This is an optimization exercise on Yosys and OpenROAD, whose aim is small area, a short achievable clock period and few clock cycles per item, not a production implementation. The RTL was checked by simulation tests, not by an equivalence proof against the original design. No activity file was given, so power comes from the tool's default toggle rates.

==> garnet <==
Design sorted_stream_merge_core, start of the top module:
module sorted_stream_merge_core (
  input  logic        clk,
  input  logic        rst,
  input  logic        push_valid,
  output logic        push_ready,
  input  logic [33:0] push_data,
  output logic        merge_valid,
  input  logic        merge_ready,
  output logic [34:0] merge_data
);
clock: 8.0 ns
lec_check: 0
cap_margin: 20
core_margin: 2
core_utilization: 40
cts_cluster_diameter: 80
cts_cluster_size: 30
place_density: 0.6
setup_slack_margin: 5.0
slew_margin: 20
run.sh (not shown) runs the stock make flow with config.mk's settings and CLKGATE_MAP_FILE= SYNTH_SCRIPT=/design/flow/synth_recipe.tcl, a recipe that flattens the netlist after the stock synthesis.
==> ember: changes against garnet <==
--- a/flow/design.v
+++ b/flow/design.v
@@ -55,13 +55,13 @@
   logic             owed_last;
   logic             own;
   logic             end_a, end_b;
   assign push_ready  = !q_v[NIN-1];
   assign merge_valid = r_valid;
   assign merge_data  = r_data;
-  function automatic logic slt(input logic [VW-1:0] x, input logic [VW-1:0] y);
+  function automatic logic [1:0] cmp2(input logic [VW-1:0] x, input logic [VW-1:0] y);
     logic [VW-1:0] lt, gt;
     integer l, i;
     lt = ~x & y;
     gt = x & ~y;
     lt[VW-1] = x[VW-1] & ~y[VW-1];
     gt[VW-1] = ~x[VW-1] & y[VW-1];
@@ -70,26 +70,27 @@
         if (i < ((VW / 2) >> l)) begin
           lt[i] = lt[2*i+1] | (~gt[2*i+1] & lt[2*i]);
           gt[i] = gt[2*i+1] | (~lt[2*i+1] & gt[2*i]);
         end
       end
     end
-    slt = lt[0];
+    cmp2 = {lt[0], ~lt[0] & ~gt[0]};
   endfunction
   logic rfree, have, full, space, busy, end_own, end_p, end_np, head_wins;
   logic p_vs;    
   assign rfree     = !r_valid || merge_ready;
   assign have      = (cnt != '0);
   assign full      = (cnt == CNT_W'(DEPTH));
   assign space     = (tot != CNT_W'(DEPTH));
   assign busy      = (owed != '0);
   assign end_own   = own ? end_b : end_a;
   assign end_p     = p_list ? end_b : end_a;
   assign end_np    = p_list ? end_a : end_b;
   assign p_vs      = p_valid && have && (own != p_list);
-  assign head_wins = own ? slt(head, p_val) : !slt(p_val, head);
+  logic cr_lt, cr_eq, cr_ok;
+  assign head_wins = cr_lt || (cr_eq && !own);
   logic          emit, e_src, e_last, e_ovf, e_held;
   logic          pop, owed_pop, live_pop, write, dbl, p_take, s_take;
   logic          set_end, clr_end, own_set, s_own, to_owed;
   logic [15:0] step [4];
   for (genvar g = 0; g < 4; g++) begin : g_step
     ssm_step u_step (
@@ -102,12 +103,13 @@
       .s_list    (s_list),
       .s_end     (s_end),
       .have      (have),
       .full      (full),
       .space     (space),
       .busy      (busy),
+      .cmp_ok    (cr_ok),
       .one_live  (cnt == CNT_W'(1)),
       .tot_zero  (tot == '0),
       .tot_one   (tot == CNT_W'(1)),
       .one_owed  (owed == CNT_W'(1)),
       .owed_src  (owed_src),
       .owed_last (owed_last),
@@ -131,13 +133,13 @@
   logic h_empty;
   assign h_empty = (tot == '0) || ((tot == CNT_W'(1)) && pop);
   logic          in0_from_s, slot_from_s;
   logic [VW-1:0] in0, wdata;
   assign in0_from_s  = s_valid && ((p_vs && (s_list == own) && !end_own && !full && space) ||
                                    (p_valid && !have && end_np));
-  assign slot_from_s = p_vs || h_empty;
+  assign slot_from_s = p_vs || (tot == '0) || ((tot == CNT_W'(1)) && busy && rfree);
   assign in0         = in0_from_s ? s_val : p_val;
   assign wdata       = slot_from_s ? s_val : p_val;
   logic [VW-1:0] slot_rd;
   always_comb begin
     slot_rd = '0;
     for (int i = 0; i < NSLOT; i++) begin
@@ -147,50 +149,109 @@
   logic slot_app;    
   assign slot_app = h_empty ? dbl : write;
   logic          n_v    [NIN];
   logic          n_list [NIN];
   logic [VW-1:0] n_val  [NIN];
   logic          n_end  [NIN];
-  logic          acc;
-  assign acc = push_valid && push_ready;
+  logic          acc, p_rm, s_rm;
+  assign acc  = push_valid && push_ready;
+  assign p_rm = !p_valid || p_take;
+  assign s_rm = s_take;
   always_comb begin
-    logic [33:0] pick [NIN+2];
-    logic        pv   [NIN+2];
+    logic [33:0] e   [NIN+2];
+    logic        ev  [NIN+2];
+    logic [33:0] sh  [NIN];
+    logic        shv [NIN];
     for (int k = 0; k < NIN + 2; k++) begin
       if (k < NIN) begin
-        pick[k] = q_v[k] ? {q_list[k], q_val[k], q_end[k]} : push_data;
-        pv[k]   = q_v[k] || (acc && ((k == 0) || q_v[(k == 0) ? 0 : k-1]));
+        e[k]  = {q_list[k], q_val[k], q_end[k]};
+        ev[k] = q_v[k];
       end else begin
-        pick[k] = push_data;
-        pv[k]   = 1'b0;    
+        e[k]  = push_data;
+        ev[k] = 1'b0;
       end
     end
     for (int k = 0; k < NIN; k++) begin
       if (k == 0) begin
-        {n_list[k], n_val[k], n_end[k]} = p_take ? (s_take ? pick[k+2] : pick[k+1]) : pick[k];
-        n_v[k] = p_take ? (s_take ? pv[k+2] : pv[k+1]) : pv[k];
+        sh[k]  = p_rm ? (s_rm ? e[k+2] : e[k+1]) : e[k];
+        shv[k] = p_rm ? (s_rm ? ev[k+2] : ev[k+1]) : ev[k];
       end else begin
-        {n_list[k], n_val[k], n_end[k]} = (p_take && s_take) ? pick[k+2] :
-                                          (p_take || s_take) ? pick[k+1] : pick[k];
-        n_v[k] = (p_take && s_take) ? pv[k+2] : (p_take || s_take) ? pv[k+1] : pv[k];
+        sh[k]  = (p_rm && s_rm) ? e[k+2] : (p_rm || s_rm) ? e[k+1] : e[k];
+        shv[k] = (p_rm && s_rm) ? ev[k+2] : (p_rm || s_rm) ? ev[k+1] : ev[k];
       end
     end
+    for (int k = 0; k < NIN; k++) begin
+      if (k == 0) begin
+        {n_list[k], n_val[k], n_end[k]} = shv[k] ? sh[k] : push_data;
+        n_v[k] = shv[k] || acc;
+      end else begin
+        {n_list[k], n_val[k], n_end[k]} = shv[k] ? sh[k] : push_data;
+        n_v[k] = shv[k] || (acc && shv[(k == 0) ? 0 : k-1]);
+      end
+    end
+  end
+  logic [1:0] k_hp, k_rp, k_hs, k_ps, k_sp, k_hd;
+  assign k_hp = cmp2(head, p_val);       
+  assign k_rp = cmp2(slot_rd, p_val);    
+  assign k_hs = cmp2(head, s_val);       
+  assign k_ps = cmp2(p_val, s_val);      
+  assign k_sp = {!k_ps[1] && !k_ps[0], k_ps[0]};    
+  assign k_hd = cmp2(head, push_data[32:1]);   
+  logic h_slot, h_in0, n_hold, n_from_s, n_from_push;
+  assign h_slot   = pop && (tot != CNT_W'(1));
+  assign h_in0    = !h_slot && h_empty;
+  assign n_hold   = !p_rm;
+  assign n_from_s = p_rm && !s_rm && s_valid;
+  assign n_from_push = p_rm && !(s_valid && !s_rm) && !(q_v[2] && (s_rm || !s_valid));
+  logic [1:0] k_next;
+  logic       k_ok;
+  always_comb begin
+    k_next = k_hp;
+    k_ok   = 1'b0;
+    if (n_hold) begin
+      if (h_slot) begin
+        k_next = k_rp;
+        k_ok   = 1'b1;
+      end else if (h_in0) begin
+        k_next = k_sp;
+        k_ok   = in0_from_s;
+      end else begin
+        k_next = k_hp;
+        k_ok   = 1'b1;
+      end
+    end else if (n_from_s) begin
+      if (h_slot) begin
+        k_next = k_hs;
+        k_ok   = 1'b0;
+      end else if (h_in0) begin
+        k_next = k_ps;
+        k_ok   = !in0_from_s;
+      end else begin
+        k_next = k_hs;
+        k_ok   = 1'b1;
+      end
+    end else if (n_from_push) begin
+      k_next = k_hd;
+      k_ok   = !h_slot && !h_in0;
+    end
   end
   always_ff @(posedge clk) begin
     if (rst) begin
       for (int k = 0; k < NIN; k++) q_v[k] <= 1'b0;
+      cr_ok   <= 1'b0;
       r_valid <= 1'b0;
       rn      <= NSLOT'(1);
       wr      <= NSLOT'(1);
       cnt     <= '0;
       tot     <= '0;
       owed    <= '0;
       end_a   <= 1'b0;
       end_b   <= 1'b0;
     end else begin
       for (int k = 0; k < NIN; k++) q_v[k] <= n_v[k];
+      cr_ok <= k_ok;
       if (emit) begin
         r_valid <= 1'b1;
       end else if (merge_ready) begin
         r_valid <= 1'b0;
       end
       if (pop && (tot != CNT_W'(1))) rn <= {rn[NSLOT-2:0], rn[NSLOT-1]};
@@ -223,12 +284,13 @@
   always_ff @(posedge clk) begin
     for (int k = 0; k < NIN; k++) begin
       q_list[k] <= n_list[k];
       q_val[k]  <= n_val[k];
       q_end[k]  <= n_end[k];
     end
+    {cr_lt, cr_eq} <= k_next;
     if (rfree) begin
       r_data <= {e_ovf ? VW'(0) : (e_held ? p_val : head), e_src, e_last, e_ovf};
     end
     if (own_set) begin
       own <= p_list;
     end else if (s_own) begin
@@ -258,12 +320,13 @@
   input  logic        s_list,
   input  logic        s_end,
   input  logic        have,
   input  logic        full,
   input  logic        space,
   input  logic        busy,
+  input  logic        cmp_ok,
   input  logic        one_live,
   input  logic        tot_zero,
   input  logic        tot_one,
   input  logic        one_owed,
   input  logic        owed_src,
   input  logic        owed_last,
@@ -339,13 +402,13 @@
           end
         end else if (space) begin
           write   = 1'b1;
           set_end = p_end;
           p_take  = 1'b1;
         end
-      end else if (!busy && rfree) begin
+      end else if (!busy && rfree && cmp_ok) begin
         emit = 1'b1;
         if (head_wins) begin
           live_pop = 1'b1;
           if (s_cand) begin
             write  = 1'b1;
             s_take = 1'b1;
--- a/flow/config.mk
+++ b/flow/config.mk
@@ -5,11 +5,12 @@
 export SDC_FILE = /design/flow/constraint.sdc
 export NUM_CORES = 4
 export LEC_CHECK = 0
 export CAP_MARGIN = 20
 export CORE_MARGIN = 2
 export CORE_UTILIZATION = 40
-export CTS_CLUSTER_DIAMETER = 80
-export CTS_CLUSTER_SIZE = 30
+export CTS_CLUSTER_DIAMETER = 60
+export CTS_CLUSTER_SIZE = 20
 export PLACE_DENSITY = 0.6
 export SETUP_SLACK_MARGIN = 5.0
 export SLEW_MARGIN = 20
+export TNS_END_PERCENT = 10
==> onyx: changes against garnet <==
--- a/flow/design.v
+++ b/flow/design.v
@@ -39,14 +39,14 @@
   logic          p_valid, p_list, p_end;
   logic [VW-1:0] p_val;
   logic          s_valid, s_list, s_end;
   logic [VW-1:0] s_val;
   assign {p_valid, p_list, p_val, p_end} = {q_v[0], q_list[0], q_val[0], q_end[0]};
   assign {s_valid, s_list, s_val, s_end} = {q_v[1], q_list[1], q_val[1], q_end[1]};
-  logic          r_valid;
-  logic [34:0]   r_data;
+  logic          r_valid, r2_valid;
+  logic [34:0]   r_data, r2_data;
   localparam int NSLOT = DEPTH - 1;
   logic [VW-1:0]    mem [NSLOT];
   logic [VW-1:0]    head;       
   logic [NSLOT-1:0] rn, wr;     
   logic [CNT_W-1:0] cnt;        
   logic [CNT_W-1:0] tot;        
@@ -55,13 +55,13 @@
   logic             owed_last;
   logic             own;
   logic             end_a, end_b;
   assign push_ready  = !q_v[NIN-1];
   assign merge_valid = r_valid;
   assign merge_data  = r_data;
-  function automatic logic slt(input logic [VW-1:0] x, input logic [VW-1:0] y);
+  function automatic logic [1:0] cmp2(input logic [VW-1:0] x, input logic [VW-1:0] y);
     logic [VW-1:0] lt, gt;
     integer l, i;
     lt = ~x & y;
     gt = x & ~y;
     lt[VW-1] = x[VW-1] & ~y[VW-1];
     gt[VW-1] = ~x[VW-1] & y[VW-1];
@@ -70,26 +70,27 @@
         if (i < ((VW / 2) >> l)) begin
           lt[i] = lt[2*i+1] | (~gt[2*i+1] & lt[2*i]);
           gt[i] = gt[2*i+1] | (~lt[2*i+1] & gt[2*i]);
         end
       end
     end
-    slt = lt[0];
+    cmp2 = {lt[0], gt[0]};
   endfunction
   logic rfree, have, full, space, busy, end_own, end_p, end_np, head_wins;
   logic p_vs;    
-  assign rfree     = !r_valid || merge_ready;
+  assign rfree     = !r2_valid;
   assign have      = (cnt != '0);
   assign full      = (cnt == CNT_W'(DEPTH));
   assign space     = (tot != CNT_W'(DEPTH));
   assign busy      = (owed != '0);
   assign end_own   = own ? end_b : end_a;
   assign end_p     = p_list ? end_b : end_a;
   assign end_np    = p_list ? end_a : end_b;
   assign p_vs      = p_valid && have && (own != p_list);
-  assign head_wins = own ? slt(head, p_val) : !slt(p_val, head);
+  logic cr_lt, cr_gt, cr_ok;
+  assign head_wins = own ? cr_lt : !cr_gt;
   logic          emit, e_src, e_last, e_ovf, e_held;
   logic          pop, owed_pop, live_pop, write, dbl, p_take, s_take;
   logic          set_end, clr_end, own_set, s_own, to_owed;
   logic [15:0] step [4];
   for (genvar g = 0; g < 4; g++) begin : g_step
     ssm_step u_step (
@@ -102,12 +103,13 @@
       .s_list    (s_list),
       .s_end     (s_end),
       .have      (have),
       .full      (full),
       .space     (space),
       .busy      (busy),
+      .cmp_ok    (cr_ok),
       .one_live  (cnt == CNT_W'(1)),
       .tot_zero  (tot == '0),
       .tot_one   (tot == CNT_W'(1)),
       .one_owed  (owed == CNT_W'(1)),
       .owed_src  (owed_src),
       .owed_last (owed_last),
@@ -117,12 +119,14 @@
       .ctl       (step[g])
     );
   end
   assign {emit, e_held, e_src, e_last, e_ovf, owed_pop, live_pop, write, dbl, p_take, s_take,
           set_end, clr_end, own_set, s_own, to_owed} = step[{rfree, head_wins}];
   assign pop = owed_pop || live_pop;
+  logic [34:0] e_data;
+  assign e_data = {e_ovf ? VW'(0) : (e_held ? p_val : head), e_src, e_last, e_ovf};
   logic [CNT_W-1:0] tot_inc, tot_inc2, tot_dec, cnt_inc, cnt_inc2, cnt_dec, owed_dec;
   assign tot_inc  = tot + CNT_W'(1);
   assign tot_inc2 = tot + CNT_W'(2);
   assign tot_dec  = tot - CNT_W'(1);
   assign cnt_inc  = cnt + CNT_W'(1);
   assign cnt_inc2 = cnt + CNT_W'(2);
@@ -131,13 +135,13 @@
   logic h_empty;
   assign h_empty = (tot == '0) || ((tot == CNT_W'(1)) && pop);
   logic          in0_from_s, slot_from_s;
   logic [VW-1:0] in0, wdata;
   assign in0_from_s  = s_valid && ((p_vs && (s_list == own) && !end_own && !full && space) ||
                                    (p_valid && !have && end_np));
-  assign slot_from_s = p_vs || h_empty;
+  assign slot_from_s = p_vs || (tot == '0) || ((tot == CNT_W'(1)) && busy && rfree);
   assign in0         = in0_from_s ? s_val : p_val;
   assign wdata       = slot_from_s ? s_val : p_val;
   logic [VW-1:0] slot_rd;
   always_comb begin
     slot_rd = '0;
     for (int i = 0; i < NSLOT; i++) begin
@@ -147,54 +151,115 @@
   logic slot_app;    
   assign slot_app = h_empty ? dbl : write;
   logic          n_v    [NIN];
   logic          n_list [NIN];
   logic [VW-1:0] n_val  [NIN];
   logic          n_end  [NIN];
-  logic          acc;
-  assign acc = push_valid && push_ready;
+  logic          acc, p_rm, s_rm;
+  assign acc  = push_valid && push_ready;
+  assign p_rm = !p_valid || p_take;
+  assign s_rm = s_take;
   always_comb begin
-    logic [33:0] pick [NIN+2];
-    logic        pv   [NIN+2];
+    logic [33:0] e   [NIN+2];
+    logic        ev  [NIN+2];
+    logic [33:0] sh  [NIN];
+    logic        shv [NIN];
     for (int k = 0; k < NIN + 2; k++) begin
       if (k < NIN) begin
-        pick[k] = q_v[k] ? {q_list[k], q_val[k], q_end[k]} : push_data;
-        pv[k]   = q_v[k] || (acc && ((k == 0) || q_v[(k == 0) ? 0 : k-1]));
+        e[k]  = {q_list[k], q_val[k], q_end[k]};
+        ev[k] = q_v[k];
       end else begin
-        pick[k] = push_data;
-        pv[k]   = 1'b0;    
+        e[k]  = push_data;
+        ev[k] = 1'b0;
       end
     end
     for (int k = 0; k < NIN; k++) begin
       if (k == 0) begin
-        {n_list[k], n_val[k], n_end[k]} = p_take ? (s_take ? pick[k+2] : pick[k+1]) : pick[k];
-        n_v[k] = p_take ? (s_take ? pv[k+2] : pv[k+1]) : pv[k];
+        sh[k]  = p_rm ? (s_rm ? e[k+2] : e[k+1]) : e[k];
+        shv[k] = p_rm ? (s_rm ? ev[k+2] : ev[k+1]) : ev[k];
       end else begin
-        {n_list[k], n_val[k], n_end[k]} = (p_take && s_take) ? pick[k+2] :
-                                          (p_take || s_take) ? pick[k+1] : pick[k];
-        n_v[k] = (p_take && s_take) ? pv[k+2] : (p_take || s_take) ? pv[k+1] : pv[k];
+        sh[k]  = (p_rm && s_rm) ? e[k+2] : (p_rm || s_rm) ? e[k+1] : e[k];
+        shv[k] = (p_rm && s_rm) ? ev[k+2] : (p_rm || s_rm) ? ev[k+1] : ev[k];
+      end
+    end
+    for (int k = 0; k < NIN; k++) begin
+      if (k == 0) begin
+        {n_list[k], n_val[k], n_end[k]} = shv[k] ? sh[k] : push_data;
+        n_v[k] = shv[k] || acc;
+      end else begin
+        {n_list[k], n_val[k], n_end[k]} = shv[k] ? sh[k] : push_data;
+        n_v[k] = shv[k] || (acc && shv[(k == 0) ? 0 : k-1]);
       end
     end
   end
+  logic [1:0] k_hp, k_rp, k_hs, k_ps, k_sp, k_hd;
+  assign k_hp = cmp2(head, p_val);       
+  assign k_rp = cmp2(slot_rd, p_val);    
+  assign k_hs = cmp2(head, s_val);       
+  assign k_ps = cmp2(p_val, s_val);      
+  assign k_sp = {k_ps[0], k_ps[1]};     
+  assign k_hd = cmp2(head, push_data[32:1]);   
+  logic h_slot, h_in0, n_hold, n_from_s, n_from_push;
+  assign h_slot   = pop && (tot != CNT_W'(1));
+  assign h_in0    = !h_slot && h_empty;
+  assign n_hold   = !p_rm;
+  assign n_from_s = p_rm && !s_rm && s_valid;
+  assign n_from_push = p_rm && !(s_valid && !s_rm) && !(q_v[2] && (s_rm || !s_valid));
+  logic [1:0] k_next;
+  logic       k_ok;
+  always_comb begin
+    k_next = k_hp;
+    k_ok   = 1'b0;
+    if (n_hold) begin
+      if (h_slot) begin
+        k_next = k_rp;
+        k_ok   = 1'b1;
+      end else if (h_in0) begin
+        k_next = k_sp;
+        k_ok   = in0_from_s;
+      end else begin
+        k_next = k_hp;
+        k_ok   = 1'b1;
+      end
+    end else if (n_from_s) begin
+      if (h_slot) begin
+        k_next = k_hs;
+        k_ok   = 1'b0;
+      end else if (h_in0) begin
+        k_next = k_ps;
+        k_ok   = !in0_from_s;
+      end else begin
+        k_next = k_hs;
+        k_ok   = 1'b1;
+      end
+    end else if (n_from_push) begin
+      k_next = k_hd;
+      k_ok   = !h_slot && !h_in0;
+    end
+  end
   always_ff @(posedge clk) begin
     if (rst) begin
       for (int k = 0; k < NIN; k++) q_v[k] <= 1'b0;
+      cr_ok   <= 1'b0;
       r_valid <= 1'b0;
+      r2_valid <= 1'b0;
       rn      <= NSLOT'(1);
       wr      <= NSLOT'(1);
       cnt     <= '0;
       tot     <= '0;
       owed    <= '0;
       end_a   <= 1'b0;
       end_b   <= 1'b0;
     end else begin
       for (int k = 0; k < NIN; k++) q_v[k] <= n_v[k];
-      if (emit) begin
-        r_valid <= 1'b1;
-      end else if (merge_ready) begin
-        r_valid <= 1'b0;
+      cr_ok <= k_ok;
+      if (!r_valid || merge_ready) begin
+        r_valid  <= r2_valid || emit;
+        r2_valid <= 1'b0;
+      end else if (emit) begin
+        r2_valid <= 1'b1;
       end
       if (pop && (tot != CNT_W'(1))) rn <= {rn[NSLOT-2:0], rn[NSLOT-1]};
       if (slot_app)                  wr <= {wr[NSLOT-2:0], wr[NSLOT-1]};
       if (dbl)                tot <= pop ? tot_inc : tot_inc2;
       else if (write && !pop) tot <= tot_inc;
       else if (pop && !write) tot <= tot_dec;
@@ -223,14 +288,18 @@
   always_ff @(posedge clk) begin
     for (int k = 0; k < NIN; k++) begin
       q_list[k] <= n_list[k];
       q_val[k]  <= n_val[k];
       q_end[k]  <= n_end[k];
     end
-    if (rfree) begin
-      r_data <= {e_ovf ? VW'(0) : (e_held ? p_val : head), e_src, e_last, e_ovf};
+    {cr_lt, cr_gt} <= k_next;
+    if (!r_valid || merge_ready) begin
+      r_data <= r2_valid ? r2_data : e_data;
+    end
+    if (!r2_valid) begin
+      r2_data <= e_data;
     end
     if (own_set) begin
       own <= p_list;
     end else if (s_own) begin
       own <= s_list;
     end
@@ -258,12 +327,13 @@
   input  logic        s_list,
   input  logic        s_end,
   input  logic        have,
   input  logic        full,
   input  logic        space,
   input  logic        busy,
+  input  logic        cmp_ok,
   input  logic        one_live,
   input  logic        tot_zero,
   input  logic        tot_one,
   input  logic        one_owed,
   input  logic        owed_src,
   input  logic        owed_last,
@@ -339,13 +409,13 @@
           end
         end else if (space) begin
           write   = 1'b1;
           set_end = p_end;
           p_take  = 1'b1;
         end
-      end else if (!busy && rfree) begin
+      end else if (!busy && rfree && cmp_ok) begin
         emit = 1'b1;
         if (head_wins) begin
           live_pop = 1'b1;
           if (s_cand) begin
             write  = 1'b1;
             s_take = 1'b1;
==> flow/config.mk (replaced) <==
export PLATFORM = sky130hd
export DESIGN_NAME = sorted_stream_merge_core
export DESIGN_NICKNAME = sorted_stream_merge_core
export VERILOG_FILES = /design/flow/design.v
export SDC_FILE = /design/flow/constraint.sdc
export NUM_CORES = 4
export LEC_CHECK = 0
export CAP_MARGIN = 20
export CORE_MARGIN = 2
export CORE_UTILIZATION = 55
export CTS_CLUSTER_DIAMETER = 60
export CTS_CLUSTER_SIZE = 20
export PLACE_DENSITY = 0.7
export SETUP_SLACK_MARGIN = 5.0
export SLEW_MARGIN = 20
export TNS_END_PERCENT = 2
==> metrics.md <==
| Metric | Value |
|---|---|
| Result of the run | `finished clean` |
| FF+latch count | `between 700 and 800` |
| Largest net degree at the start of global routing | `49` |
| Power drawn by the combinational cells | `between 0.008 and 0.009 W` |
| Final routed wirelength across all metal layers | `110000 um` |
| ClkCell Share | `approximately 2.6%` |
| Floorplan row count | `99` |
| H-tree levels | `1` |
[end of results for garnet]
==> metrics.md <==
| Metric | Value |
|---|---|
| Result of the run | `finished clean` |
| Final routed wirelength across all metal layers | `between 90000 and 100000 um` |
| Floorplan row count | `90` |
| H-tree levels | `2` |
[end of results for onyx]
==> metrics.md <==
| Metric | Value |
|---|---|
| Result of the run | `finished clean` |
| ClkCell Share | `under 10%` |
| Final routed wirelength across all metal layers | `100000 um` |
| H-tree levels | `2` |
| Floorplan row count | `about 100` |
| FF+latch count | `706` |
| Largest net degree at the start of global routing | `72` |
[end of results for ember]
Testbench counts of garnet, summed over its fixed seeds: cycles 5,055, items 4,231.
Testbench counts of ember, summed over its fixed seeds: cycles 5,128, items 4,231.
Testbench counts of onyx, summed over its fixed seeds: cycles 5,128, items 4,231.

==> port drivers added, routing unchanged <==
Ports are ideal in the flow. The routed layouts listed here were re-timed in OpenROAD.
Step 1 (the two cells are an assumption about what drives the block):
set clk [get_ports {clk}]
set_driving_cell -lib_cell sky130_fd_sc_hd__clkbuf_16 $clk
set_driving_cell -lib_cell sky130_fd_sc_hd__buf_2 [delete_from_list [all_inputs] $clk]
Step 2, shift: input delay + t, output delay - t, t = (earliest + latest rising clock arrival at the registers) / 2. This alone moves slack from input paths to output paths.
a / b / c = no drivers / after step 1 / after step 2; a / b = the first two.
run	t, ns	slack for setup (ns)	worst hold slack (ns)	slew at the worst register clock pin (ns)
garnet	0.716	3.828 / 3.828 / 3.349	0.514 / 0.514 / 0.514	0.12 / 0.12
ember	0.696	4.643 / 4.643 / 4.002	0.495 / 0.495 / 0.495	0.09 / 0.09
onyx	0.684	4.730 / 4.730 / 4.156	0.458 / 0.458 / 0.458	0.09 / 0.09
After both steps every run listed still meets setup and hold. The setup slack of ember, which loses most, moves by 0.000 ns with the drivers and by -0.641 ns with both steps.
